From an optimization exercise on the open Yosys and OpenROAD flow, aimed at small area, a short achievable clock period and few clock cycles; shortcuts taken in it are not production practice.
The RTL was checked by simulation tests, not by an equivalence proof against the original design.

File: config.mk
export PLATFORM = sky130hd
export DESIGN_NAME = acc_top
export DESIGN_NICKNAME = acc_top
export VERILOG_FILES = /design/flow/design.v
export SDC_FILE = /design/flow/constraint.sdc
export NUM_CORES = 4
export LEC_CHECK = 0
export ABC_CLOCK_PERIOD_IN_PS = 3000
export CAP_MARGIN = 20
export CORE_MARGIN = 2
export CORE_UTILIZATION = 65
export CTS_CLUSTER_DIAMETER = 120
export CTS_CLUSTER_SIZE = 22
export SETUP_SLACK_MARGIN = 3.0
export SLEW_MARGIN = 20
export TNS_END_PERCENT = 0
File: constraint.sdc
create_clock -name core_clock -period 6.0 [get_ports {clk}]
set_input_delay 1.2000 -clock core_clock [delete_from_list [all_inputs] [get_ports {clk}]]
set_output_delay 1.2000 -clock core_clock [all_outputs]
set_load 0.01 [all_outputs]
File: design.v
`timescale 1ns/1ns
module mac8b (
  input  logic [7:0] x,
  input  logic [3:0] one,
  input  logic [3:0] two,
  input  logic [3:0] neg,
  input  logic [7:0] acc,
  output logic [7:0] s
);
  logic [7:0] pp0;
  logic [5:0] pp1;
  logic [3:0] pp2;
  logic [1:0] pp3;
  logic [7:0] row_a, row_b;
  logic t1, t2, t3, t4, t5, t6, t7, t8, t9, t10, t11, t12, t13, t14, t15, t16, t17, t18, t19, t20, t21, t22, t23, t24, t25, t26, t27, t28, t29, t30, t31, t32, t33, t34, t35, t36;
  assign pp0[0] = ((one[0] & x[0]) | (two[0] & 1'b0)) ^ neg[0];
  assign pp0[1] = ((one[0] & x[1]) | (two[0] & x[0])) ^ neg[0];
  assign pp0[2] = ((one[0] & x[2]) | (two[0] & x[1])) ^ neg[0];
  assign pp0[3] = ((one[0] & x[3]) | (two[0] & x[2])) ^ neg[0];
  assign pp0[4] = ((one[0] & x[4]) | (two[0] & x[3])) ^ neg[0];
  assign pp0[5] = ((one[0] & x[5]) | (two[0] & x[4])) ^ neg[0];
  assign pp0[6] = ((one[0] & x[6]) | (two[0] & x[5])) ^ neg[0];
  assign pp0[7] = ((one[0] & x[7]) | (two[0] & x[6])) ^ neg[0];
  assign pp1[0] = ((one[1] & x[0]) | (two[1] & 1'b0)) ^ neg[1];
  assign pp1[1] = ((one[1] & x[1]) | (two[1] & x[0])) ^ neg[1];
  assign pp1[2] = ((one[1] & x[2]) | (two[1] & x[1])) ^ neg[1];
  assign pp1[3] = ((one[1] & x[3]) | (two[1] & x[2])) ^ neg[1];
  assign pp1[4] = ((one[1] & x[4]) | (two[1] & x[3])) ^ neg[1];
  assign pp1[5] = ((one[1] & x[5]) | (two[1] & x[4])) ^ neg[1];
  assign pp2[0] = ((one[2] & x[0]) | (two[2] & 1'b0)) ^ neg[2];
  assign pp2[1] = ((one[2] & x[1]) | (two[2] & x[0])) ^ neg[2];
  assign pp2[2] = ((one[2] & x[2]) | (two[2] & x[1])) ^ neg[2];
  assign pp2[3] = ((one[2] & x[3]) | (two[2] & x[2])) ^ neg[2];
  assign pp3[0] = ((one[3] & x[0]) | (two[3] & 1'b0)) ^ neg[3];
  assign pp3[1] = ((one[3] & x[1]) | (two[3] & x[0])) ^ neg[3];
  assign t1 = pp0[4] ^ pp1[2];
  assign t2 = pp0[4] & pp1[2];
  assign t3 = pp0[5] ^ pp1[3];
  assign t4 = pp0[5] & pp1[3];
  assign t5 = pp0[6] ^ pp1[4] ^ pp2[2];
  assign t6 = (pp0[6] & pp1[4]) | (pp0[6] & pp2[2]) | (pp1[4] & pp2[2]);
  assign t7 = pp3[0] ^ neg[3];
  assign t8 = pp3[0] & neg[3];
  assign t9 = pp0[7] ^ pp1[5] ^ pp2[3];
  assign t10 = pp3[1] ^ acc[7];
  assign t11 = pp0[2] ^ pp1[0];
  assign t12 = pp0[2] & pp1[0];
  assign t13 = pp0[3] ^ pp1[1];
  assign t14 = pp0[3] & pp1[1];
  assign t15 = t1 ^ pp2[0] ^ neg[2];
  assign t16 = (t1 & pp2[0]) | (t1 & neg[2]) | (pp2[0] & neg[2]);
  assign t17 = t3 ^ pp2[1] ^ acc[5];
  assign t18 = (t3 & pp2[1]) | (t3 & acc[5]) | (pp2[1] & acc[5]);
  assign t19 = t5 ^ t7 ^ acc[6];
  assign t20 = (t5 & t7) | (t5 & acc[6]) | (t7 & acc[6]);
  assign t21 = t9 ^ t10 ^ t6;
  assign t22 = pp0[0] ^ neg[0];
  assign t23 = pp0[0] & neg[0];
  assign t24 = pp0[1] ^ acc[1];
  assign t25 = pp0[1] & acc[1];
  assign t26 = t11 ^ neg[1] ^ acc[2];
  assign t27 = (t11 & neg[1]) | (t11 & acc[2]) | (neg[1] & acc[2]);
  assign t28 = t13 ^ acc[3] ^ t12;
  assign t29 = (t13 & acc[3]) | (t13 & t12) | (acc[3] & t12);
  assign t30 = t15 ^ acc[4] ^ t14;
  assign t31 = (t15 & acc[4]) | (t15 & t14) | (acc[4] & t14);
  assign t32 = t17 ^ t2 ^ t16;
  assign t33 = (t17 & t2) | (t17 & t16) | (t2 & t16);
  assign t34 = t19 ^ t4 ^ t18;
  assign t35 = (t19 & t4) | (t19 & t18) | (t4 & t18);
  assign t36 = t21 ^ t8 ^ t20;
  assign row_a = {t36, t34, t32, t30, t28, t26, t24, t22};
  assign row_b = {t35, t33, t31, t29, t27, t25, t23, acc[0]};
  assign s = row_a + row_b;
endmodule
`timescale 1ns/1ns
module acc_top (
  input  logic        clk,
  input  logic        arst_n,
  input  logic        reg_wr_en,
  input  logic [2:0]  reg_wr_addr,
  input  logic [31:0] reg_wr_data,
  input  logic [2:0]  reg_rd_addr,
  output logic [31:0] reg_rd_data,
  output logic        mem_req,
  output logic [15:0] mem_addr,
  input  logic        mem_gnt,
  input  logic        mem_rvalid,
  input  logic [31:0] mem_rdata,
  output logic        out_valid,
  output logic [31:0] out_data,
  output logic        out_last,
  input  logic        out_credit
);
  logic [15:0] k_base, k_len, x_base, x_len, a_base, a_len;
  logic        busy;
  logic [7:0]  done_cnt;
  logic        ctrl_go;
  logic        job_done;
  assign ctrl_go = reg_wr_en && (reg_wr_addr == 3'd6) && reg_wr_data[0] && !busy;
  always_ff @(posedge clk or negedge arst_n) begin
    if (!arst_n) begin
      k_base <= '0;
      k_len  <= '0;
      x_base <= '0;
      x_len  <= '0;
      a_base <= '0;
      a_len  <= '0;
    end else if (reg_wr_en) begin
      case (reg_wr_addr)
        3'd0: k_base <= reg_wr_data[15:0];
        3'd1: k_len  <= reg_wr_data[15:0];
        3'd2: x_base <= reg_wr_data[15:0];
        3'd3: x_len  <= reg_wr_data[15:0];
        3'd4: a_base <= reg_wr_data[15:0];
        3'd5: a_len  <= reg_wr_data[15:0];
        default: ;
      endcase
    end
  end
  always_ff @(posedge clk or negedge arst_n) begin
    if (!arst_n) begin
      busy     <= 1'b0;
      done_cnt <= '0;
    end else if (ctrl_go) begin
      busy <= 1'b1;
    end else if (job_done) begin
      busy     <= 1'b0;
      done_cnt <= done_cnt + 1'b1;
    end
  end
  always_comb begin
    reg_rd_data = '0;
    case (reg_rd_addr)
      3'd0: reg_rd_data[15:0] = k_base;
      3'd1: reg_rd_data[15:0] = k_len;
      3'd2: reg_rd_data[15:0] = x_base;
      3'd3: reg_rd_data[15:0] = x_len;
      3'd4: reg_rd_data[15:0] = a_base;
      3'd5: reg_rd_data[15:0] = a_len;
      3'd6: begin
        reg_rd_data[0]    = busy;
        reg_rd_data[15:8] = done_cnt;
      end
      default: ;
    endcase
  end
  logic [15:0] kp, xp, ap;    
  logic [15:0] pairs_left;    
  logic        iss_x;         
  logic        iss_a;         
  logic [2:0]  a_req;         
  logic        started;       
  logic        spec_ok;       
  logic        drain;         
  logic [2:0]  outst;         
  logic [2:0]  credits;       
  logic        grant;
  logic [15:0] addr_inc;
  logic        desc_wr;
  logic        restart;       
  logic        spec_go;       
  logic [2:0]  tag_rd;        
  logic [7:0]  tag_a;         
  assign desc_wr = reg_wr_en && (reg_wr_addr <= 3'd5);
  assign restart = ctrl_go && !spec_ok;
  assign mem_req  = busy && !drain && (outst <= 3'd5) &&
                    (!iss_a || (started && (credits != 3'd0)));
  assign mem_addr = iss_a ? ap : (iss_x ? xp : kp);
  assign grant    = mem_req && mem_gnt;
  assign addr_inc = mem_addr + 1'b1;
  assign spec_go  = grant && iss_a && (a_req == 3'd3);
  always_ff @(posedge clk) begin
    if (restart || spec_go) begin
      kp         <= k_base;
      xp         <= x_base;
      ap         <= a_base;
      pairs_left <= k_len;
      iss_x      <= 1'b0;
      iss_a      <= 1'b0;
      a_req      <= '0;
    end else if (grant) begin
      if (iss_a) begin
        ap    <= addr_inc;
        a_req <= a_req + 1'b1;
      end else if (!iss_x) begin
        kp    <= addr_inc;
        iss_x <= 1'b1;
      end else begin
        xp         <= addr_inc;
        iss_x      <= 1'b0;
        pairs_left <= pairs_left - 1'b1;
        if (pairs_left == 16'd1) iss_a <= 1'b1;
      end
    end
    if (grant) tag_a[tag_rd + outst] <= iss_a;
  end
  always_ff @(posedge clk or negedge arst_n) begin
    if (!arst_n) begin
      outst   <= '0;
      credits <= 3'd4;
      tag_rd  <= '0;
      started <= 1'b0;
      spec_ok <= 1'b0;
      drain   <= 1'b0;
    end else begin
      outst   <= outst + 3'(grant) - 3'(mem_rvalid);
      credits <= credits - 3'(grant && iss_a) + 3'(out_credit);
      if (mem_rvalid) tag_rd <= tag_rd + 1'b1;
      if (ctrl_go)      started <= 1'b1;
      else if (spec_go) started <= 1'b0;
      if (spec_go)                  spec_ok <= !desc_wr;
      else if (desc_wr || ctrl_go)  spec_ok <= 1'b0;
      if (restart || drain) drain <= (outst - 3'(mem_rvalid) != 3'd0);
    end
  end
  logic        rsp_a;       
  logic        rsp_x;       
  logic [2:0]  a_rsp;       
  logic [2:0]  a_out;       
  logic        rv_k, rv_x, rv_a;
  logic [31:0] k_reg;       
  logic [31:0] x_reg;       
  assign rsp_a = tag_a[tag_rd];
  assign rv_a  = mem_rvalid && !drain && rsp_a;
  assign rv_k  = mem_rvalid && !drain && !rsp_a && !rsp_x;
  assign rv_x  = mem_rvalid && !drain && !rsp_a && rsp_x;
  always_ff @(posedge clk) begin
    if (restart) rsp_x <= 1'b0;
    else if (rv_k || rv_x) rsp_x <= !rsp_x;
    if (ctrl_go) a_rsp <= '0;
    else if (rv_a) a_rsp <= a_rsp + 1'b1;
    if (rv_k || (rv_a && !a_rsp[0])) k_reg <= mem_rdata;
    if (rv_x || (rv_a && a_rsp[0]))  x_reg <= mem_rdata;
  end
  logic        par;
  logic        first;       
  logic        mac1, mac2;  
  logic [15:0] k_sel;       
  logic [23:0] k_op;        
  logic [7:0]  ring_a [4][2];
  logic [7:0]  ring_b [4][2];
  logic        first_n, mac1_n, mac2_n;
  logic        zero_base;   
  assign mac1_n  = rv_x && !restart;
  assign mac2_n  = mac1 && !restart;
  assign first_n = (restart || (rv_a && (a_rsp == 3'd3))) ? 1'b1 : (mac2 ? 1'b0 : first);
  always_ff @(posedge clk or negedge arst_n) begin
    if (!arst_n) begin
      mac1      <= 1'b0;
      mac2      <= 1'b0;
      zero_base <= 1'b0;
      par       <= 1'b0;
    end else begin
      mac1      <= mac1_n;
      mac2      <= mac2_n;
      zero_base <= first_n && (mac1_n || mac2_n);
      par       <= !par;
    end
  end
  always_ff @(posedge clk) begin
    first <= first_n;
    k_op  <= {booth(k_sel[15:8]), booth(k_sel[7:0])};
  end
  assign k_sel = !(rv_x || mac1) ? 16'd0 : (par ? k_reg[15:0] : k_reg[31:16]);
  function automatic logic [11:0] booth(input logic [7:0] k);
    logic [8:0] e;
    logic [3:0] one, two, neg;
    e = {k, 1'b0};
    for (int i = 0; i < 4; i++) begin
      one[i] = e[2*i+1] ^ e[2*i];
      two[i] = (e[2*i+2] & !e[2*i+1] & !e[2*i]) | (!e[2*i+2] & e[2*i+1] & e[2*i]);
      neg[i] = e[2*i+2];
    end
    booth = {neg, two, one};
  endfunction
  for (genvar r = 0; r < 4; r++) begin : g_row
    for (genvar j = 0; j < 2; j++) begin : g_unit
      logic [7:0] base;
      logic [7:0] sum;
      assign base = zero_base ? 8'd0 : ring_a[r][j];
      mac8b u_mac (
        .x(x_reg[8*r +: 8]),
        .one(k_op[12*j +: 4]), .two(k_op[12*j+4 +: 4]), .neg(k_op[12*j+8 +: 4]),
        .acc(base), .s(sum)
      );
      always_ff @(posedge clk) begin
        ring_a[r][j] <= ring_b[r][j];
        ring_b[r][j] <= sum;
      end
    end
  end
  logic [1:0]  oc;
  logic        in_a;
  logic        col_busy;
  logic [31:0] psum;
  assign oc       = a_out[1:0];
  assign col_busy = mac2 && in_a;    
  assign psum     = oc[0] ? x_reg : k_reg;
  logic        emit;
  logic [31:0] sum_out;
  always_comb begin
    for (int r = 0; r < 4; r++) begin
      sum_out[8*r +: 8] = (in_a ? ring_a[r][oc[0]] : ring_b[r][oc[0]]) + psum[8*r +: 8];
    end
  end
  assign emit = busy && (a_rsp != a_out) && !col_busy;
  always_ff @(posedge clk or negedge arst_n) begin
    if (!arst_n) out_valid <= 1'b0;
    else         out_valid <= emit;
  end
  always_ff @(posedge clk) begin
    out_data <= sum_out;
    out_last <= (oc == 2'd3);
  end
  assign job_done = out_valid && out_last;
  logic [1:0] oc_n;
  assign oc_n = ctrl_go ? 2'd0 : (emit ? oc + 2'd1 : oc);
  always_ff @(posedge clk) begin
    if (ctrl_go) a_out <= '0;
    else if (emit) a_out <= a_out + 1'b1;
    in_a <= (oc_n[1] == !par);
  end
endmodule
File: flow/run.sh
#!/bin/bash
# The standard layout, with the port buffers made from the smallest buffer
# cell instead of the default pick; repair still resizes them where needed.
set -o pipefail
export BUFFER_PORTS_ARGS="-buffer_cell sky130_fd_sc_hd__buf_1"
bash standard.sh 2>&1 | tee standard.log
File: standard.sh
#!/bin/bash
# synth_recipe.tcl (not shown) runs the flow's synth.tcl, then flattens the netlist and writes it again
# the make line also repeats each setting of config.mk as NAME=value (left out here)
make -C /OpenROAD-flow-scripts/flow DESIGN_CONFIG=/design/flow/config.mk WORK_HOME=/design/flow/orfs CLKGATE_MAP_FILE= SYNTH_SCRIPT=/design/flow/synth_recipe.tcl "${@:-finish}"
==> results of run 1 <==
-- worst paths after layout --
kind / start / end / slack [ns] / cells past startpoint
max: x_reg[21] / ring_b[5][7] / 2.50 / 10
min: ring_b[4][0] / ring_a[4][0] / 0.35 / 0
max reg2reg: x_reg[21] / ring_b[5][7] / 2.50 / 10
min reg2reg: ring_b[4][0] / ring_a[4][0] / 0.35 / 0
max in group asynchronous: arst_n / zero_base / 4.07 / 2
min in group asynchronous: arst_n / a_len[12] / 0.65 / 1
-- through the flow --
stage / instance area (sq um) / cells / worst slack [ns] / utilization
after CTS: 29340 / 3113 / 2.524 / 0.7203
final: 29650 / 3131 / 2.498 / 0.7278
after global routing: 29640 / 3128 / 2.371 / 0.7276
after detailed placement: 27650 / 2989 / 1.710 / 0.6786
after floorplan: 27160 / 2461 / 2.656 / -
after global placement: 27630 / 2988 / 1.684 / 0.6783
-- metal layers --
layer / vias up / wire, um / track usage
li1: 8718 / - / -
met1: 9496 / 26800 / 0.3897
met2: 602 / 34480 / 0.5730
met3: 169 / 3389 / 0.03878
met4: 2 / 3060 / 0.1287
met5: - / 15 / 0
-- cell families (layout without fill, tap and decap cells) --
group	after synthesis	after routing	share of synthesized area
other	1	19	0.0001400
muxes	240	240	0.1172
adders and majority gates	224	224	0.1268
DFF	457	457	0.4153
and+or+nand+nor	533	533	0.09376
buffers and inverters	292	427	0.04611
AOI/OAI and AO/OA	385	385	0.09624
xor gates and xnor gates	314	314	0.1045
-- final cells by class --
class,count,share of cell area
Inverter,130,0.01730
Antenna cell,3,0.0002532
Multi-Input combinational cell,1712,0.5026
Clock inverter,2,0.0008018
Clock buffer,39,0.02215
Tap cell,532,0.02245
Timing Repair Buffer,256,0.05764
Sequential cell,457,0.3768
-- worst reg2reg max path, stage by stage, from the launching register on --
cell      delay (ns)
edfxtp_1        0.53
buf_4           0.21
a22oi_2         0.15
xor2_1          0.18
fa_1            0.45
fa_1            0.49
inv_1           0.05
fa_1            0.49
ha_4            0.21
o41ai_4         0.37
xnor3_1         0.27
-- synthesized netlist by cell type (all sizes together) (95+ instances only) --
master | number | share of area
xnor2 | 232 | 0.076
nor2 | 217 | 0.030
dfxtp | 199 | 0.15
ha | 145 | 0.068
mux2 | 137 | 0.058
edfxtp | 136 | 0.15
inv | 128 | 0.018
a22oi | 122 | 0.034
dfrtp | 121 | 0.11
nand2 | 120 | 0.017
a21oi | 105 | 0.020
clkbuf | 95 | 0.013
-- layout by cell type, fill, tap and decap left out, drive strengths merged, types with 44 or more instances in the layout --
cell type,netlist,layout
a21oi,105,105
a22oi,122,122
buf,67,251
clkbuf,95,44
dfrtp,121,121
dfxtp,199,199
edfxtp,136,136
fa,79,79
ha,145,145
inv,128,128
mux2,137,137
mux2i,60,60
nand2,120,120
nor2,217,217
nor2b,65,65
o21ai,45,45
xnor2,232,232
xor2,79,79
-- repair_timing --
action	in CTS	in global routing
endpoints found under the hold margin	0	0
hold buffers	0	0
gates resized for setup	83	23
buffers inserted	81	13
setup endpoints to repair	187	223
gates cloned	2	0
pin swaps	20	18
==> notes.md, run 1 <==
global-route wire length before repair 104,700 um; via count 18,990; final setup skew 0.01879 ns; Die ar. 42,840 sq um; Crit. End Element register; die width 207.0 um; Setup TNS 0 ns; core outline area 40,740 sq um; Root Buffer clkbuf_16; slowest CP cell edfxtp_1; outcome finished clean; Top FF cell, synth dfxtp_1; DR WL/cell 21.64 um; Crit Path Class reg -> reg; async set or reset register ratio after synthesis 0.2670; fin crit share 0.5837; CTS tree built; Min-Delay Path Class reg -> reg; Period minus WS final 3.502 ns; unrepaired setup endpoints after global routing yes; Slew HR 0.2514; Ports 159; initial core utilization 0.6574; cell count after synthesis 2,446; antenna viol nets, final 0; Seq cells post-synth 457; Tightest Pin Transition 1.120 ns; Routability Congestion 0.8505; DR iter-0 viols 1,286; multi-input logic area 14,900 sq um; CTS H-tree lvls 1; CP top delay family adder cells; Sequential cell area 11,170 sq um; Hold Vio Cnt, Final 0; Yosys warnings 3; number of global-route vias before repair 19,340; crit path max fanout 5; filler cell count 2,969; drt pass-1 iters 7; Yosys cell types 77; Layout Area Growth over Synthesis 10.70%; fmax 0.2855 GHz; worst path arrival time 3.99 ns; Final setup viols 0; Post-Syn Area 26,780 sq um; CTS sink cnt 457; most used cell, CP fa_1; global route overflow 0; critical-path cell list buf_4 > a22oi_2 > xor2_1 > fa_1 > fa_1 > inv_1 > fa_1 > ha_4 > o41ai_4 > xnor3_1; Top Registers ring_a x64, ring_b x64; CP peak stage delay 0.53 ns; part of the Yosys area used for sequential elements 0.4153; clk slew on worst S/H paths 0.10 ns; Pins Over Slew Limit 0; PortBufs 126; Clock Path Buffers 3; detailed placement HPWL 44,600 um; number of synthesized flops with an enable pin 136; Worst Setup Start Kind register; GRT Util Overall 0.3189; initial antenna violation count 3; largest net degree at the start of global routing 62; fraction of layout cells with a size suffix above 1 0.1680; CP required 6.48 ns; drt drc 0; max-cap viol count 0; Bufs and invs on worst path 2; WL final 67,750 um; Synth Area per Inst 10.95 sq um; Clock Latency Late Sink 0.59 ns; Worst Hold Slack 0.3506 ns; Via density 6.064; fin nets 2,881; total CTS buffers 24; row count 74; chip height 207.0 um
Testbench counts, summed over its fixed seeds: cycles 8,860.
==> run 2: changes to the inputs <==
--- a/config.mk
+++ b/config.mk
@@ -8,7 +8,7 @@
 export ABC_CLOCK_PERIOD_IN_PS = 3000
 export CAP_MARGIN = 20
 export CORE_MARGIN = 2
-export CORE_UTILIZATION = 65
+export CORE_UTILIZATION = 58
 export CTS_CLUSTER_DIAMETER = 120
 export CTS_CLUSTER_SIZE = 22
 export SETUP_SLACK_MARGIN = 3.0
==> run 2 against run 1 <==
  * Clock skew is essentially flat
  * Die area grew 12%
  * Highest routed layer unchanged
  * Critical endpoint is now ring_b[7][7]
  * Via count shrank 0.91%
  * Synthesized cell count is the same
  * Critical path depth is the same
  * Hold slack lost 0.0032 ns
  * Design area shrank 0.24%
  * Non-clock buffer count shrank 7
  * Global-route usage shrank 2.9 points
==> notes.md, run 2 <==
outcome finished clean; most common cell after layout, fill and taps aside xnor2_1; fin nets 2,874 (-0.24%); worst path arrival time 3.99 ns (about the same); Yosys cell types 77 (unchanged); Post-Layout Cell Count 3,194 (+2.0%); CP top delay family adder cells; multi-input logic area 14,810 sq um (-0.60%); initial antenna violation count 5 (+2); cell with the most instances after synthesis xnor2_1; Top Registers ring_a x64, ring_b x64; top area cells in the synthesized netlist edfxtp_1 (15%), dfxtp_1 (15%), dfrtp_1 (11%); Reg2Reg Launch Point x_reg[28]; initial core utilization 0.5889 (-0.06851); GRT Util Overall 0.2902 (-0.02873); die width 218.9 um (+5.7%); fmax 0.2851 GHz (-0.15%); crit path max fanout 8 (+3); Setup TNS 0 ns (unchanged); hold buffer count at CTS 0 (unchanged); M1 wire length 27,600 um (+3.0%); Ports 159 (unchanged); filler cell count 3,629 (+22%); Worst Hold Slack 0.3474 ns (-0.003248 ns); detailed placement HPWL 45,420 um (+1.9%); largest net degree at the start of global routing 65 (+4.8%); DR WL/cell 21.54 um (-0.45%); final setup skew 0.01918 ns (+0.0003867 ns); Layout Area Growth over Synthesis 10.43%; Clock Path Buffers 3 (unchanged); Sequential cell area 11,180 sq um (about the same); Die ar. 47,910 sq um (+12%); final setup margin 2.492 ns (-0.005360 ns); Routability Congestion 0.8519 (+0.16%); via count 18,820 (-0.91%); CTS sink cnt 457 (unchanged); global route overflow 0 (unchanged); part of the Yosys area used for sequential elements 0.4153 (unchanged); fraction of layout cells with a size suffix above 1 0.1610 (-0.006947); number of synthesized flops with an enable pin 136 (unchanged); PortBufs 126 (unchanged); Via density 5.891 (-2.9%); core outline area 45,480 sq um (+12%); critical-path cell list buf_4 > a22oi_1 > xnor2_2 > fa_1 > fa_1 > inv_1 > fa_1 > ha_2 > o41ai_4 > xnor3_1; unrepaired setup endpoints after global routing yes; Bufs and invs on worst path 2 (unchanged); CTS tree built; Worst setup startpoint x_reg[28]; number of global-route vias before repair 19,490 (+0.76%); Hold Vio Cnt, Final 0 (unchanged); Synth area leader edfxtp_1; Yosys warnings 3 (unchanged); WL final 68,800 um (+1.6%); row count 78 (+5.4%); most frequent cells in the layout xnor2_1 (226), nor2_1 (215), dfxtp_1 (182); Period minus WS final 3.508 ns (+0.005360 ns); drt drc 0 (unchanged); CP peak stage delay 0.51 ns (-0.02 ns); fin crit share 0.5846 (+0.0008933); clk slew on worst S/H paths 0.10 ns (about the same); metal2 WL 34,970 um (+1.4%); Post-synth top cells xnor2_1 (231), nor2_1 (217), dfxtp_1 (199), ha_1 (145); Seq cells post-synth 457 (unchanged); drt pass-1 iters 8 (+1); Min-Delay Path Class reg -> reg; cell count after synthesis 2,446 (unchanged); total CTS buffers 24 (unchanged); Pins Over Slew Limit 0 (unchanged); most used cell, CP fa_1; Post-Syn Area 26,780 sq um (unchanged); Crit. End Element register; Top FF cell, synth dfxtp_1; Final setup viols 0 (unchanged); top-area cell type share of the netlist area 0.1525 (unchanged); slowest CP cell fa_1; Clock Latency Late Sink 0.59 ns (about the same); Setup Slack @ Placement 1.570 ns (-0.1399 ns); global-route wire length before repair 107,500 um (+2.7%); DR iter-0 viols 1,241 (-3.5%); Root Buffer clkbuf_16; async set or reset register ratio after synthesis 0.2670 (unchanged); antenna viol nets, final 0 (unchanged); CP required 6.48 ns (about the same); CTS H-tree lvls 1 (unchanged); post-placement cell count 3,063 (+2.5%); Highest Signal Layer met5; Worst Setup Start Kind register; max-cap viol count 0 (unchanged); Worst Hold Launch ring_b[1][5]; Slew HR 0.2564 (+0.004909); Tightest Pin Transition 1.115 ns (-0.004227 ns); Synth Area per Inst 10.95 sq um (unchanged); Crit Path Class reg -> reg; met3 WL 3687 um (+8.8%); chip height 218.9 um (+5.7%)
run 2: path summary, 6_finish.rpt:
kind                                end  slack (ns)  cells after the start
setup / recovery           ring_b[7][7]        2.49                     10
hold / removal             ring_a[1][5]        0.35                      0
setup reg to reg           ring_b[7][7]        2.49                     10
hold reg to reg            ring_a[1][5]        0.35                      0
max in group asynchronous     zero_base        4.19                      2
min in group asynchronous    k_base[14]        0.72                      1
run 2: area by class of cell:
| type | instances | share of cell area |
|---|---|---|
| timing repair buffer | 249 | 0.05546 |
| multi-input combinational | 1712 | 0.5007 |
| clock inverter | 2 | 0.0008038 |
| tap | 600 | 0.02538 |
| clock buffer | 40 | 0.02234 |
| inverter | 130 | 0.01709 |
| sequential | 457 | 0.3778 |
| antenna | 4 | 0.0003384 |
run 2: metal layers:
metal	vias up	track usage
li1	8707	-
met1	9413	0.3547
met2	547	0.5228
met3	144	0.04116
met4	4	0.1020
met5	-	0
run 2: repair_timing:
| item | CTS | global route |
|---|---|---|
| gates resized for setup | 62 | 14 |
| pin swaps | 19 | 14 |
| setup endpoints to repair | 151 | 176 |
| gates cloned | 2 | 0 |
| setup buffers | 72 | 11 |
run 2: logic make-up (layout without fill, tap and decap cells):
| logic type | after synthesis | in the layout | share of synthesized area |
|---|---|---|---|
| AND/OR/NAND/NOR | 533 | 533 | 0.09376 |
| AO/OA/AOI/OAI | 385 | 385 | 0.09624 |
| other | 1 | 20 | 0.0001400 |
| XOR/XNOR | 314 | 314 | 0.1045 |
| multiplexers | 240 | 240 | 0.1172 |
| adder cells (fa/ha/maj) | 224 | 224 | 0.1268 |
| buffers and inverters | 292 | 421 | 0.04611 |
| flip-flops | 457 | 457 | 0.4153 |
run 2: through the flow:
stage | area, sq um | utilization
6_report | 29580 | 0.6504
4_1_cts | 29380 | 0.6461
3_5_place_dp | 27810 | 0.6116
3_3_place_gp | 27780 | 0.6109
2_1_floorplan | 27160 | -
5_1_grt | 29570 | 0.6501
==> run 3: changes to the inputs <==
--- a/design.v
+++ b/design.v
@@ -160,8 +160,8 @@
   logic        desc_wr;
   logic        restart;       
   logic        spec_go;       
-  logic [2:0]  tag_rd;        
-  logic [7:0]  tag_a;         
+  logic [2:0]  spec_out;      
+  logic [2:0]  job_out;       
   assign desc_wr = reg_wr_en && (reg_wr_addr <= 3'd5);
   assign restart = ctrl_go && !spec_ok;
   assign mem_req  = busy && !drain && (outst <= 3'd5) &&
@@ -193,20 +193,20 @@
         if (pairs_left == 16'd1) iss_a <= 1'b1;
       end
     end
-    if (grant) tag_a[tag_rd + outst] <= iss_a;
   end
   always_ff @(posedge clk or negedge arst_n) begin
     if (!arst_n) begin
       outst   <= '0;
       credits <= 3'd4;
-      tag_rd  <= '0;
+      spec_out <= '0;
       started <= 1'b0;
       spec_ok <= 1'b0;
       drain   <= 1'b0;
     end else begin
       outst   <= outst + 3'(grant) - 3'(mem_rvalid);
       credits <= credits - 3'(grant && iss_a) + 3'(out_credit);
-      if (mem_rvalid) tag_rd <= tag_rd + 1'b1;
+      if (ctrl_go) spec_out <= '0;
+      else spec_out <= spec_out + 3'(grant && !started) - 3'(mem_rvalid && (job_out == 3'd0));
       if (ctrl_go)      started <= 1'b1;
       else if (spec_go) started <= 1'b0;
       if (spec_go)                  spec_ok <= !desc_wr;
@@ -221,7 +221,8 @@
   logic        rv_k, rv_x, rv_a;
   logic [31:0] k_reg;       
   logic [31:0] x_reg;       
-  assign rsp_a = tag_a[tag_rd];
+  assign job_out = outst - spec_out;
+  assign rsp_a   = (job_out != 3'd0) && (job_out <= (started ? a_req : 3'd4));
   assign rv_a  = mem_rvalid && !drain && rsp_a;
   assign rv_k  = mem_rvalid && !drain && !rsp_a && !rsp_x;
   assign rv_x  = mem_rvalid && !drain && !rsp_a && rsp_x;
--- a/config.mk
+++ b/config.mk
@@ -8,9 +8,9 @@
 export ABC_CLOCK_PERIOD_IN_PS = 3000
 export CAP_MARGIN = 20
 export CORE_MARGIN = 2
-export CORE_UTILIZATION = 58
+export CORE_UTILIZATION = 62
 export CTS_CLUSTER_DIAMETER = 120
 export CTS_CLUSTER_SIZE = 22
-export SETUP_SLACK_MARGIN = 3.0
+export SETUP_SLACK_MARGIN = 3.3
 export SLEW_MARGIN = 20
 export TNS_END_PERCENT = 0
==> run 3 against run 2 <==
  * Clock skew is 0.0018 ns higher
  * Critical path depth rose by 1
  * First-iteration DRC count grew 8.6%
  * Highest routed layer unchanged
  * Critical endpoint is now ring_b[5][7]
  * Sequential cell count fell by 8
  * Register-to-register slack got worse by 0.13 ns
==> notes.md, run 3 <==
fin crit share 0.6066 (+0.02194); Die ar. 44,050 sq um (-8.1%); multi-input logic area 14,660 sq um (-0.99%); Setup TNS 0 ns (unchanged); Layout Area Growth over Synthesis 8.897%; GRT Util Overall 0.3028 (+0.01262); CTS tree built; Clock Path Buffers 3 (unchanged); Pins Over Slew Limit 0 (unchanged); Via density 6.027 (+2.3%); number of synthesized flops with an enable pin 128 (-5.9%); drt drc 0 (unchanged); CTS H-tree lvls 1 (unchanged); DR iter-0 viols 1,348 (+8.6%); antenna viol nets, final 0 (unchanged); cell count after synthesis 2,389 (-2.3%); Routability Congestion 0.8729 (+2.5%); clk slew on worst S/H paths 0.10 ns (about the same); GR met3 Demand/Resource 0.06000 (+0.01884); Post-synth top cells xnor2_1 (221), nor2_1 (214), dfxtp_1 (199), ha_1 (146), a22oi_1 (132); filler cell count 3,212 (-11%); most used cell, CP fa_1; chip height 209.9 um (-4.1%); die width 209.9 um (-4.1%); number of global-route vias before repair 18,680 (-4.1%); Min-Delay Path Class reg -> reg; crit path max fanout 8 (unchanged); Final setup viols 0 (unchanged); top-area cell type share of the netlist area 0.1516 (-0.0009049); drt pass-1 iters 6 (-2); Post-Syn Area 26,280 sq um (-1.9%); outcome finished clean; Synth area leader dfxtp_1; critical-path cell list a22oi_2 > xor2_1 > fa_1 > fa_1 > inv_1 > fa_1 > ha_1 > nor2_1 > nor2_1 > o41a_1 > xnor3_1; Top Usage Layer GRT met2; CP required 6.48 ns (about the same); most frequent cells in the layout xnor2_1 (220), nor2_1 (212), dfxtp_1 (181); PortBufs 126 (unchanged); Sequential cell area 10,940 sq um (-2.1%); slowest CP cell edfxtp_1; Slew HR 0.3005 (+0.04414); Clock Latency Late Sink 0.60 ns (about the same); fmax 0.2748 GHz (-3.6%); Worst Setup Start Kind register; R2R Setup Slk 2.36 ns (-0.13 ns); total CTS buffers 24 (unchanged); part of the Yosys area used for sequential elements 0.4140 (-0.001233); Crit. End Element register; Synth Area per Inst 11.00 sq um (+0.47%); top area cells in the synthesized netlist dfxtp_1 (15%), edfxtp_1 (15%), dfrtp_1 (12%); unrepaired setup endpoints after global routing yes; most common cell after layout, fill and taps aside xnor2_1; Yosys warnings 3 (unchanged); Tightest Pin Transition 1.044 ns (-0.07174 ns); largest net degree at the start of global routing 54 (-17%); final setup skew 0.02096 ns (+0.001779 ns); Top Registers ring_a x64, ring_b x64; Yosys cell types 79 (+2.6%); initial antenna violation count 7 (+2); WL final 65,890 um (-4.2%); DR WL/cell 21.66 um (+0.55%); Hold Vio Cnt, Final 0 (unchanged); fin nets 2,789 (-3.0%); via count 18,340 (-2.6%); async set or reset register ratio after synthesis 0.2717 (+0.004756); M1 GR Usage 0.3840 (+0.02931); Seq cells post-synth 449 (-1.8%); max-cap viol count 0 (unchanged); Root Buffer clkbuf_16; Ports 159 (unchanged); global-route wire length before repair 103,400 um (-3.8%); Top FF cell, synth dfxtp_1; met2 Use GR 0.5111 (-0.01173); Period minus WS final 3.639 ns (+0.1317 ns); core outline area 41,850 sq um (-8.0%); worst path arrival time 4.12 ns (+0.13 ns); Crit Path Class reg -> reg; fraction of layout cells with a size suffix above 1 0.1463 (-0.01466); initial core utilization 0.6280 (+0.03906); row count 75 (-3.8%); CP peak stage delay 0.57 ns (+0.06 ns); cell with the most instances after synthesis xnor2_1; detailed placement HPWL 45,900 um (+1.1%); CTS sink cnt 449 (-1.8%); global route overflow 0 (unchanged)
## run 3: cell types whose count changed after synthesis, sizes merged, moves of 5 or more
| cell | previous run | this run |
|---|---|---|
| o21ai | 45 | 55 |
| xnor2 | 232 | 221 |
| a211oi | 20 | 26 |
| edfxtp | 136 | 128 |
| and2 | 10 | 17 |
| mux4 | 43 | 34 |
| mux2 | 137 | 130 |
| nand2b | 41 | 20 |
| inv | 128 | 78 |
| nor2b | 65 | 91 |
| nor3 | 23 | 34 |
| xor2 | 79 | 74 |
| a22oi | 122 | 132 |
| a21oi | 105 | 74 |
## run 3: critical path: cells and delay by family, from the launching register on
kind | cells | cell delay [ns]
adders and majority gates | 4 | 1.72
xor gates and xnor gates | 2 | 0.63
AOI/OAI and AO/OA | 2 | 0.39
buffers and inverters | 1 | 0.05
and+or+nand+nor | 2 | 0.14
DFF | 1 | 0.57
## run 3: cells by family after synthesis
| group | Yosys count | share of synthesized area |
|---|---|---|
| simple gates | 555 | 0.1008 |
| other cells | 1 | 0.0001427 |
| fa+ha+maj | 226 | 0.1304 |
| xor+xnor | 301 | 0.1034 |
| buf+inv | 239 | 0.03837 |
| flops | 449 | 0.4140 |
| mux | 228 | 0.1092 |
| compound gates | 390 | 0.1035 |
## run 3: final cells by class
| class | instances | share of cell area |
|---|---|---|
| antenna | 2 | 0.0001749 |
| clock buffer | 37 | 0.02269 |
| clock inverter | 3 | 0.001661 |
| inverter | 78 | 0.01023 |
| multi-input combinational | 1718 | 0.5124 |
| sequential | 449 | 0.3823 |
| tap | 539 | 0.02356 |
| timing repair buffer | 216 | 0.04704 |
## run 3: through the flow
stage / cells / hold WS [ns] / cell area, sq um / setup WS, ns / util
after floorplan: 2404 / 0.3264 / 26620 / 2.587 / -
after global placement: 2938 / 0.3284 / 27140 / 1.850 / 0.6486
after detailed placement: 2938 / 0.3339 / 27140 / 1.832 / 0.6486
after CTS: 3035 / 0.3525 / 28530 / 2.396 / 0.6817
after global routing: 3040 / 0.3550 / 28620 / 2.259 / 0.6837
final: 3042 / 0.3488 / 28620 / 2.361 / 0.6839
## run 3: worst paths after layout
kind / from / to / cells past startpoint
max: x_reg[18] / ring_b[5][7] / 11
min: ring_b[5][5] / ring_a[5][5] / 0
max reg2reg: x_reg[18] / ring_b[5][7] / 11
min reg2reg: ring_b[5][5] / ring_a[5][5] / 0
max in group asynchronous: arst_n / zero_base / 2
min in group asynchronous: arst_n / done_cnt[7] / 1
## run 3: routing by layer
layer | vias to the layer above | wire, um
li1 | 8522 | -
met3 | 157 | 4625
met1 | 9066 | 26330
met4 | 10 | 2876
met5 | - | 72
met2 | 580 | 31980
## run 3: timing repair
item,in CTS,in global routing
setup endpoints to repair,292,315
hold buffers,0,0
pin swaps,7,4
gates cloned,3,0
setup buffers,54,5
resized for setup,58,7
Testbench counts of run 3, summed over its fixed seeds: cycles 8,860.
==> run 4: changes to the inputs <==
--- a/config.mk
+++ b/config.mk
@@ -8,9 +8,9 @@
 export ABC_CLOCK_PERIOD_IN_PS = 3000
 export CAP_MARGIN = 20
 export CORE_MARGIN = 2
-export CORE_UTILIZATION = 62
+export CORE_UTILIZATION = 65
 export CTS_CLUSTER_DIAMETER = 120
 export CTS_CLUSTER_SIZE = 22
-export SETUP_SLACK_MARGIN = 3.3
+export SETUP_SLACK_MARGIN = 3.0
 export SLEW_MARGIN = 20
 export TNS_END_PERCENT = 0
==> run 4 against run 3 <==
  * Clock skew increased by 0.00082 ns
  * Still clean on timing, DRC and antenna
  * Non-clock buffer count grew 9
  * Via count up 0.45%
==> notes.md, run 4 <==
hold buffer count at CTS 0 (unchanged); global route overflow 0 (unchanged); antenna viol nets, final 0 (unchanged); Worst Hold Slack 0.3506 ns (+0.001793 ns); top area cells in the synthesized netlist dfxtp_1 (15%), edfxtp_1 (15%), dfrtp_1 (12%); Root Buffer clkbuf_16; row count 73 (-2.7%); outcome finished clean; Routability Congestion 0.8960 (+2.6%); Post-Layout Cell Count 3,038 (-0.13%); chip height 205.1 um (-2.3%); Sequential cell area 10,940 sq um (about the same); Top FF cell, synth dfxtp_1; Hold Vio Cnt, Final 0 (unchanged); crit path max fanout 4 (-4); post-placement cell count 2,926 (-0.41%); final setup margin 2.351 ns (-0.009770 ns); fin nets 2,798 (+0.32%); Min-Delay Path Class reg -> reg; fmax 0.2740 GHz (-0.27%); number of synthesized flops with an enable pin 128 (unchanged); CP peak stage delay 0.55 ns (-0.02 ns); CTS tree built; drt drc 0 (unchanged); CTS sink cnt 449 (unchanged); top-area cell type share of the netlist area 0.1516 (unchanged); Synth area leader dfxtp_1; Post-Syn Area 26,280 sq um (unchanged); number of global-route vias before repair 18,570 (-0.59%); Layout Area Growth over Synthesis 9.464%; Period minus WS final 3.649 ns (+0.009770 ns); Final Core Density 0.7224 (+0.03859); Clock Latency Late Sink 0.57 ns (-0.03 ns); initial core utilization 0.6600 (+0.03200); filler cell count 2,897 (-9.8%); Synth Area per Inst 11.00 sq um (unchanged); cell with the most instances after synthesis xnor2_1; Crit. End Element register; Ports 159 (unchanged); DR WL/cell 21.67 um (about the same); part of the Yosys area used for sequential elements 0.4140 (unchanged); fraction of layout cells with a size suffix above 1 0.1541 (+0.007780); critical-path cell list a22oi_2 > xor2_1 > fa_1 > fa_1 > inv_1 > fa_1 > ha_1 > nor2_1 > nor2_1 > o41a_1 > xnor3_1; Via density 6.063 (+0.58%); Post-synth top cells xnor2_1 (221), nor2_1 (214), dfxtp_1 (199), ha_1 (146), a22oi_1 (132); largest net degree at the start of global routing 61 (+13%); global-route wire length before repair 103,300 um (-0.14%); drt pass-1 iters 7 (+1); Setup TNS 0 ns (unchanged); max-cap viol count 0 (unchanged); GRT Util Overall 0.3183 (+0.01550); DR iter-0 viols 1,524 (+13%); Yosys warnings 3 (unchanged); Worst Setup Start Kind register; design area 28,770 sq um (+0.52%); Setup Slack @ Placement 1.792 ns (-0.04087 ns); async set or reset register ratio after synthesis 0.2717 (unchanged); Final setup viols 0 (unchanged); most used cell, CP fa_1; CTS H-tree lvls 1 (unchanged); most common cell after layout, fill and taps aside xnor2_1; Crit Path Class reg -> reg; slowest CP cell edfxtp_1; Slew HR 0.3357 (+0.03526); final setup skew 0.02177 ns (+0.0008155 ns); die width 205.1 um (-2.3%); initial antenna violation count 6 (-1); core outline area 39,820 sq um (-4.8%); clk slew on worst S/H paths 0.09 ns (about the same); unrepaired setup endpoints after global routing yes; Yosys cell types 79 (unchanged); Top Registers ring_a x64, ring_b x64; worst path arrival time 4.11 ns (about the same); Pins Over Slew Limit 0 (unchanged); Seq cells post-synth 449 (unchanged); Area after DPL 27,130 sq um (about the same); via count 18,420 (+0.45%); total CTS buffers 24 (unchanged); multi-input logic area 14,740 sq um (+0.51%); CP required 6.46 ns (-0.02 ns); PortBufs 126 (unchanged); most frequent cells in the layout xnor2_1 (221), nor2_1 (211), dfxtp_1 (180); Die ar. 42,060 sq um (-4.5%); WL final 65,820 um (about the same); Clock Path Buffers 3 (unchanged); Tightest Pin Transition 0.9953 ns (-0.04843 ns); detailed placement HPWL 45,920 um (about the same); fin crit share 0.6082 (+0.001628); cell count after synthesis 2,389 (unchanged)
==> run 4: timing repair <==
action	in CTS	in global routing
gates cloned	3	0
resized for setup	72	12
pin swaps	10	12
buffers inserted	60	5
endpoints found under the setup margin	236	250
==> run 4: critical path: cells and delay by family (launching register included) <==
| family | cells | cell delay (ns) |
|---|---|---|
| xor+xnor | 2 | 0.61 |
| compound gates | 2 | 0.40 |
| simple gates | 2 | 0.16 |
| buf+inv | 1 | 0.05 |
| flops | 1 | 0.55 |
| fa+ha+maj | 4 | 1.78 |
==> run 4: layer usage <==
metal	up-vias	part of all wire	global-route usage
met1	9068	0.40	0.4096
met2	648	0.49	0.5469
met3	137	0.065	0.04454
met4	8	0.038	0.1202
met5	-	0.00084	0
li1	8557	-	-
==> run 4: area by class of cell <==
cell class | instances | share of cell area
Multi-Input combinational cell | 1718 | 0.5123
Clock inverter | 1 | 0.0005654
Sequential cell | 449 | 0.3804
Antenna cell | 2 | 0.0001740
Clock buffer | 40 | 0.02370
Tap cell | 525 | 0.02283
Inverter | 78 | 0.01018
Timing Repair Buffer | 225 | 0.04984
==> run 4: path summary, 6_finish.rpt <==
path	from	depth (start not counted)	slack (ns)	end
max	x_reg[19]	11	2.35	ring_b[5][7]
min	ring_b[6][3]	0	0.35	ring_a[6][3]
max reg2reg	x_reg[19]	11	2.35	ring_b[5][7]
min reg2reg	ring_b[6][3]	0	0.35	ring_a[6][3]
max in group asynchronous	arst_n	2	4.04	zero_base
min in group asynchronous	arst_n	1	0.74	a_len[13]
==> run 4: kinds of logic (layout without fill, tap and decap cells) <==
logic type | after synthesis | in the layout | synth area share
flip-flops | 449 | 449 | 0.4140
buffers and inverters | 239 | 344 | 0.03837
adder cells (fa/ha/maj) | 226 | 226 | 0.1304
XOR/XNOR | 301 | 301 | 0.1034
AND/OR/NAND/NOR | 555 | 557 | 0.1008
multiplexers | 228 | 228 | 0.1092
AO/OA/AOI/OAI | 390 | 390 | 0.1035
other | 1 | 18 | 0.0001427
==> run 5: changes to the inputs <==
--- a/design.v
+++ b/design.v
@@ -160,7 +160,6 @@
   logic        desc_wr;
   logic        restart;       
   logic        spec_go;       
-  logic [2:0]  spec_out;      
   logic [2:0]  job_out;       
   assign desc_wr = reg_wr_en && (reg_wr_addr <= 3'd5);
   assign restart = ctrl_go && !spec_ok;
@@ -198,15 +197,15 @@
     if (!arst_n) begin
       outst   <= '0;
       credits <= 3'd4;
-      spec_out <= '0;
+      job_out <= '0;
       started <= 1'b0;
       spec_ok <= 1'b0;
       drain   <= 1'b0;
     end else begin
       outst   <= outst + 3'(grant) - 3'(mem_rvalid);
       credits <= credits - 3'(grant && iss_a) + 3'(out_credit);
-      if (ctrl_go) spec_out <= '0;
-      else spec_out <= spec_out + 3'(grant && !started) - 3'(mem_rvalid && (job_out == 3'd0));
+      if (ctrl_go) job_out <= outst - 3'(mem_rvalid);
+      else job_out <= job_out + 3'(grant && started) - 3'(mem_rvalid && (job_out != 3'd0));
       if (ctrl_go)      started <= 1'b1;
       else if (spec_go) started <= 1'b0;
       if (spec_go)                  spec_ok <= !desc_wr;
@@ -221,8 +220,7 @@
   logic        rv_k, rv_x, rv_a;
   logic [31:0] k_reg;       
   logic [31:0] x_reg;       
-  assign job_out = outst - spec_out;
-  assign rsp_a   = (job_out != 3'd0) && (job_out <= (started ? a_req : 3'd4));
+  assign rsp_a = (job_out != 3'd0) && (job_out <= (started ? a_req : 3'd4));
   assign rv_a  = mem_rvalid && !drain && rsp_a;
   assign rv_k  = mem_rvalid && !drain && !rsp_a && !rsp_x;
   assign rv_x  = mem_rvalid && !drain && !rsp_a && rsp_x;
--- a/config.mk
+++ b/config.mk
@@ -8,9 +8,9 @@
 export ABC_CLOCK_PERIOD_IN_PS = 3000
 export CAP_MARGIN = 20
 export CORE_MARGIN = 2
-export CORE_UTILIZATION = 65
+export CORE_UTILIZATION = 58
 export CTS_CLUSTER_DIAMETER = 120
 export CTS_CLUSTER_SIZE = 22
-export SETUP_SLACK_MARGIN = 3.0
+export SETUP_SLACK_MARGIN = 2.8
 export SLEW_MARGIN = 20
 export TNS_END_PERCENT = 0
==> run 5 against run 4 <==
  * Still clean
  * Clock skew rose by 0.010 ns
  * Synthesized area grew 0.39%
  * Design area increased by 0.80%
  * Sequential share of layout area down 0.38 points
  * Hold slack got worse by 0.0017 ns
  * Worst setup slack improved by 0.10 ns
  * Register-to-register slack improved by 0.11 ns
  * Critical path depth down 6
  * Global-route usage is 3.3 points lower
  * Highest routed layer unchanged
==> notes.md, run 5 <==
outcome finished clean; part of the Yosys area used for sequential elements 0.4124 (-0.001590); CP required 4.80 ns (-1.66 ns); cell with the most instances after synthesis xnor2_1; design area 29,000 sq um (+0.80%); DR WL/cell 21.58 um (-0.39%); Post-synth top cells xnor2_1 (237), nor2_1 (208), dfxtp_1 (199), ha_1 (146), mux2_2 (140); multi-input logic area 14,630 sq um (-0.76%); CTS H-tree lvls 1 (unchanged); Period minus WS final 3.545 ns (-0.1038 ns); worst path arrival time 2.35 ns (-1.76 ns); DR iter-0 viols 973 (-36%); final setup margin 2.455 ns (+0.1038 ns); initial antenna violation count 4 (-2); slowest CP cell mux4_2; core outline area 45,190 sq um (+13%); number of synthesized flops with an enable pin 128 (unchanged); drt drc 0 (unchanged); Clock Latency Late Sink 0.58 ns (about the same); Post-Syn Area 26,380 sq um (+0.39%); global route overflow 0 (unchanged); fmax 0.2821 GHz (+2.9%); Tightest Pin Transition 1.087 ns (+0.09192 ns); most common cell after layout, fill and taps aside xnor2_1; max-cap viol count 0 (unchanged); Worst Setup Start Kind input pin; async set or reset register ratio after synthesis 0.2717 (unchanged); CP peak stage delay 0.51 ns (-0.04 ns); Routability Congestion 0.8304 (-7.3%); fraction of layout cells with a size suffix above 1 0.1581 (+0.003979); fin crit share 0.5909 (-0.01729); number of global-route vias before repair 19,030 (+2.5%); Setup TNS 0 ns (unchanged); Area after DPL 27,360 sq um (+0.84%); crit path max fanout 7 (+3); Slew HR 0.2752 (-0.06057); Seq cells post-synth 449 (unchanged); die width 217.3 um (+5.9%); drt pass-1 iters 7 (unchanged); Crit. End Element output pin; post-placement cell count 3,034 (+3.7%); top area cells in the synthesized netlist dfxtp_1 (15%), edfxtp_1 (15%), dfrtp_1 (11%); CP top delay family multiplexers; Yosys cell types 72 (-8.9%); CTS tree built; final setup skew 0.03212 ns (+0.01035 ns); Via density 5.864 (-3.3%); initial core utilization 0.5839 (-0.07608); Worst Hold Slack 0.3489 ns (-0.001694 ns); Root Buffer clkbuf_16; top-area cell type share of the netlist area 0.1510 (-0.0005822); Ports 159 (unchanged); Synth Area per Inst 10.93 sq um (-0.70%); Setup Slack @ Placement 1.647 ns (-0.1449 ns); Min-Delay Path Class reg -> reg; Crit Path Class in -> out; antenna viol nets, final 0 (unchanged); Clock Path Buffers 3 (unchanged); Pins Over Slew Limit 0 (unchanged); chip height 217.3 um (+5.9%); CTS sink cnt 449 (unchanged); Sequential cell area 10,920 sq um (-0.19%); Die ar. 47,210 sq um (+12%); total CTS buffers 24 (unchanged); global-route wire length before repair 104,800 um (+1.4%); clk slew on worst S/H paths 0.09 ns (about the same); GRT Util Overall 0.2852 (-0.03310); most used cell, CP buf_6; Post-Layout Cell Count 3,150 (+3.7%); Hold Vio Cnt, Final 0 (unchanged); Yosys warnings 3 (unchanged); row count 78 (+6.8%); filler cell count 3,613 (+25%); via count 18,470 (+0.30%); Final setup viols 0 (unchanged); cell count after synthesis 2,415 (+1.1%); Layout Area Growth over Synthesis 9.916%; Top Registers ring_a x64, ring_b x64; critical-path cell list buf_6 > buf_12 > mux4_2 > mux2_4 > buf_6; Final Core Density 0.6418 (-0.08065); unrepaired setup endpoints after global routing yes; PortBufs 126 (unchanged); largest net degree at the start of global routing 89 (+46%); Synth area leader dfxtp_1; most frequent cells in the layout xnor2_1 (232), nor2_1 (205), dfxtp_1 (185); detailed placement HPWL 45,730 um (-0.43%); WL final 67,980 um (+3.3%); Bufs and invs on worst path 3 (+2); Top FF cell, synth dfxtp_1; fin nets 2,833 (+1.3%)
[run 5: cell count changes in the layout (fill, tap and decap cells not counted), sizes merged, moves of 6 or more]
cell	before	now
a21boi	2	8
nor3	34	25
inv	79	115
mux2	130	140
a21oi	74	91
nor2b	91	70
and2	18	11
xnor2	221	239
a211oi	26	20
nand2	122	114
nand2b	20	36
nor2	218	208
buf	221	232
mux2i	64	57
[run 5: final cells by class]
class	instances	share of cell area
inverters	117	0.01618
repair buffers	237	0.05251
well taps	600	0.02589
multi-input cells	1703	0.5044
clock buffers	42	0.02377
flip-flops and latches	449	0.3767
clock inverters	1	0.0005609
diodes	1	0.00008629
[run 5: path summary, 6_finish.rpt]
path / startpoint / endpoint / slack, ns / depth (start not counted)
setup / recovery: reg_rd_addr[2] / reg_rd_data[9] / 2.45 / 5
hold / removal: ring_b[7][2] / ring_a[7][2] / 0.35 / 0
setup reg to reg: k_op[12] / ring_b[7][7] / 2.46 / 13
hold reg to reg: ring_b[7][2] / ring_a[7][2] / 0.35 / 0
max in group asynchronous: arst_n / zero_base / 4.22 / 2
min in group asynchronous: arst_n / a_base[10] / 0.65 / 1
[run 5: logic make-up after synthesis]
group                      after synthesis  share of synthesized area
adders and majority gates              225                     0.1292
DFF                                    449                     0.4124
and+or+nand+nor                        523                    0.09494
muxes                                  233                     0.1121
buffers and inverters                  278                    0.04510
other                                    1                  0.0001421
AOI/OAI and AO/OA                      391                     0.1004
xor gates and xnor gates               315                     0.1057
[run 5: metal layers]
layer	global-route usage	wire length, um	vias up	part of all wire
li1	-	-	8599	-
met1	0.3397	27020	9212	0.40
met2	0.5207	35060	499	0.52
met3	0.03871	3248	157	0.048
met4	0.1105	2612	6	0.038
met5	0	40	-	0.00059
[run 5: worst register-to-register path: stages, from the launching register on]
cell	delay, ns
dfxtp_4	0.61
buf_4	0.23
a22oi_1	0.10
xnor2_1	0.14
ha_1	0.28
inv_1	0.05
fa_1	0.53
inv_1	0.06
fa_1	0.48
ha_1	0.35
nor3_1	0.26
nor2_1	0.07
o41a_1	0.14
xnor2_1	0.14
[run 5: repair_timing]
action | CTS | global route
hold buffers | 0 | 0
setup buffers | 40 | 30
resized for setup | 51 | 19
endpoints found under the hold margin | 0 | 0
setup endpoints to repair | 71 | 138
pin swaps | 0 | 19
gates cloned | 1 | 1
Testbench counts of run 5, summed over its fixed seeds: cycles 8,860.
==> run 6: changes to the inputs <==
--- a/config.mk
+++ b/config.mk
@@ -11,6 +11,6 @@
 export CORE_UTILIZATION = 58
 export CTS_CLUSTER_DIAMETER = 120
 export CTS_CLUSTER_SIZE = 22
-export SETUP_SLACK_MARGIN = 2.8
+export SETUP_SLACK_MARGIN = 3.0
 export SLEW_MARGIN = 20
 export TNS_END_PERCENT = 0
==> run 6 against run 5 <==
  * Via count unchanged
  * Hold slack stayed put
  * Maximum frequency is the same
  * Design area did not move
  * Cell count unchanged
  * Clock skew unchanged
  * Non-clock buffer count is the same
  * Sequential share of layout area unchanged
  * Wire length is the same
  * Die area did not move
  * Sequential cell count did not move
  * Highest routed layer unchanged
==> notes.md, run 6 <==
core outline area 45,190 sq um (unchanged); outcome finished clean; Slew HR 0.2752 (unchanged); Worst Setup Start Kind input pin; Die ar. 47,210 sq um (unchanged); CTS sink cnt 449 (unchanged); cell with the most instances after synthesis xnor2_1; detailed placement HPWL 45,730 um (unchanged); drt pass-1 iters 7 (unchanged); Post-Layout Cell Count 3,150 (unchanged); post-placement cell count 3,034 (unchanged); total CTS buffers 24 (unchanged); fin crit share 0.5909 (unchanged); Critical Path End reg_rd_data[9]; Min-Delay Path Class reg -> reg; max-cap viol count 0 (unchanged); CP required 4.80 ns (about the same); Final setup viols 0 (unchanged); Via density 5.864 (unchanged); Clock Path Buffers 3 (unchanged); fmax 0.2821 GHz (unchanged); Yosys warnings 3 (unchanged); Worst Hold Launch ring_b[7][2]; Reg-to-Reg End ring_b[7][7]; Yosys cell types 72 (unchanged); Layout Area Growth over Synthesis 9.916% (unchanged); PortBufs 126 (unchanged); chip height 217.3 um (unchanged); Pins Over Slew Limit 0 (unchanged); Routability Congestion 0.8304 (unchanged); hold buffer count at CTS 0 (unchanged); Area after DPL 27,360 sq um (unchanged); Post-Syn Area 26,380 sq um (unchanged); most frequent cells in the layout xnor2_1 (232), nor2_1 (205), dfxtp_1 (185); crit path max fanout 7 (unchanged); GRT Util Overall 0.2852 (unchanged); clk slew on worst S/H paths 0.09 ns (about the same); most common cell after layout, fill and taps aside xnor2_1; global route overflow 0 (unchanged); CTS H-tree lvls 1 (unchanged); worst path arrival time 2.35 ns (about the same); unrepaired setup endpoints after global routing yes; Ports 159 (unchanged); Period minus WS final 3.545 ns (unchanged); async set or reset register ratio after synthesis 0.2717 (unchanged); Clock Latency Late Sink 0.58 ns (about the same); Bufs and invs on worst path 3 (unchanged); R2R Setup Slk 2.46 ns (about the same); fraction of layout cells with a size suffix above 1 0.1581 (unchanged); Top FF cell, synth dfxtp_1; largest net degree at the start of global routing 89 (unchanged); Hold Vio Cnt, Final 0 (unchanged); Seq cells post-synth 449 (unchanged); via count 18,470 (unchanged); worst reg-to-reg path cell count 13 (unchanged); Top Registers ring_a x64, ring_b x64; Root Buffer clkbuf_16; Post-synth top cells xnor2_1 (237), nor2_1 (208), dfxtp_1 (199), ha_1 (146), mux2_2 (140); row count 78 (unchanged); global-route wire length before repair 104,800 um (unchanged); critical-path cell list buf_6 > buf_12 > mux4_2 > mux2_4 > buf_6; Reg2Reg Launch Point k_op[12]; Crit. path cell count 5 (unchanged); slowest CP cell mux4_2; Tightest Pin Transition 1.087 ns (unchanged); Crit. End Element output pin; initial antenna violation count 4 (unchanged); antenna viol nets, final 0 (unchanged); die width 217.3 um (unchanged); number of synthesized flops with an enable pin 128 (unchanged); DR iter-0 viols 973 (unchanged); top-area cell type share of the netlist area 0.1510 (unchanged); fin nets 2,833 (unchanged); design area 29,000 sq um (unchanged); top area cells in the synthesized netlist dfxtp_1 (15%), edfxtp_1 (15%), dfrtp_1 (11%); initial core utilization 0.5839 (unchanged); final setup skew 0.03212 ns (unchanged); Worst Hold Slack 0.3489 ns (unchanged); Synth area leader dfxtp_1; number of global-route vias before repair 19,030 (unchanged); CP peak stage delay 0.51 ns (about the same); part of the Yosys area used for sequential elements 0.4124 (unchanged); CTS tree built; Worst setup startpoint reg_rd_addr[2]; Setup TNS 0 ns (unchanged); Synth Area per Inst 10.93 sq um (unchanged); Crit Path Class in -> out; CP top delay family multiplexers; WL final 67,980 um (unchanged); most used cell, CP buf_6; DR WL/cell 21.58 um (unchanged); Final Core Density 0.6418 (unchanged); drt drc 0 (unchanged); cell count after synthesis 2,415 (unchanged)
## run 6: cell counts after synthesis
Identical to the previous run, type by type.
## run 6: worst min-delay path by stage
| stage | endpoint | slack (ns) | cells after the start |
|---|---|---|---|
| 2_1_floorplan | ring_a[1][0] | 0.33 | 0 |
| 3_3_place_gp | ring_a[7][2] | 0.33 | 0 |
| 3_5_place_dp | ring_a[0][4] | 0.33 | 0 |
| 4_1_cts | ring_a[7][2] | 0.35 | 0 |
| 5_1_grt | ring_a[5][5] | 0.35 | 0 |
| 6_report | ring_a[7][2] | 0.35 | 0 |
## run 6: cell type report
class                      instances  area (sq um)
clock inverter                     1         16.27
sequential                       449         10920
clock buffer                      42         689.4
multi-input combinational       1703         14630
timing repair buffer             237          1523
antenna                            1         2.502
inverter                         117         469.2
tap                              600         750.7
fill                            3613         16190
## run 6: kinds of logic after synthesis
kind of cell	share of synthesized area
adder cells (fa/ha/maj)	0.1292
XOR/XNOR	0.1057
AND/OR/NAND/NOR	0.09494
multiplexers	0.1121
other	0.0001421
AO/OA/AOI/OAI	0.1004
buffers and inverters	0.04510
flip-flops	0.4124
## run 6: stage by stage
step	worst slack, ns
global route	2.323
detailed placement	1.647
floorplan	2.706
finish	2.455
global placement	1.655
CTS	2.461
## run 6: what timing repair did
action | in CTS | in global routing
pin swaps | 0 | 19
setup buffers | 40 | 30
setup endpoints to repair | 182 | 200
gates cloned | 1 | 1
gates resized for setup | 51 | 19
## run 6: layer usage
| layer | vias to the layer above | global-route usage | part of all wire |
|---|---|---|---|
| met3 | 157 | 0.03871 | 0.048 |
| met2 | 499 | 0.5207 | 0.52 |
| met4 | 6 | 0.1105 | 0.038 |
| met1 | 9212 | 0.3397 | 0.40 |
| met5 | - | 0 | 0.00059 |
| li1 | 8599 | - | - |
## run 6: worst register-to-register path, cell delays in order, from the launching register on
cell and delay, ns:
dfxtp_4 0.61, buf_4 0.23, a22oi_1 0.10, xnor2_1 0.14, ha_1 0.28, inv_1 0.05
fa_1 0.53, inv_1 0.06, fa_1 0.48, ha_1 0.35, nor3_1 0.26, nor2_1 0.07
o41a_1 0.14, xnor2_1 0.14

separate check: timing with driven ports:
In the flow no input, the clock included, has a driving cell. The finished layouts below were timed again as built, in two steps.
Step 1: set_driving_cell puts a clkbuf_16 on clk and a buf_2 on each other input, an assumption about the parent block.
Step 2 times the ports against the registers' clock, not the clock port: input delays grow and output delays shrink by t, the midpoint of the rising clock arrivals with the driver on.
a / b / c = no drivers / after step 1 / after step 2; a / b = the first two.
| run | t, ns | setup slack, ns | cell pins on the clock port's net |
|---|---|---|---|
| run 1 | 0.641 | 2.498 / 2.400 / 2.139 | 1 |
| run 2 | 0.645 | 2.492 / 2.361 / 2.068 | 1 |
| run 3 | 0.651 | 2.361 / 2.343 / 2.294 | 1 |
| run 4 | 0.618 | 2.351 / 2.351 / 2.281 | 1 |
| run 5 | 0.625 | 2.455 / 2.366 / 2.366 | 1 |
| run 6 | 0.625 | 2.455 / 2.366 / 2.366 | 1 |
After both steps every run listed still meets setup and hold. For run 2, which loses most, drivers alone change the setup slack by -0.131 ns; drivers and shift together by -0.424 ns.
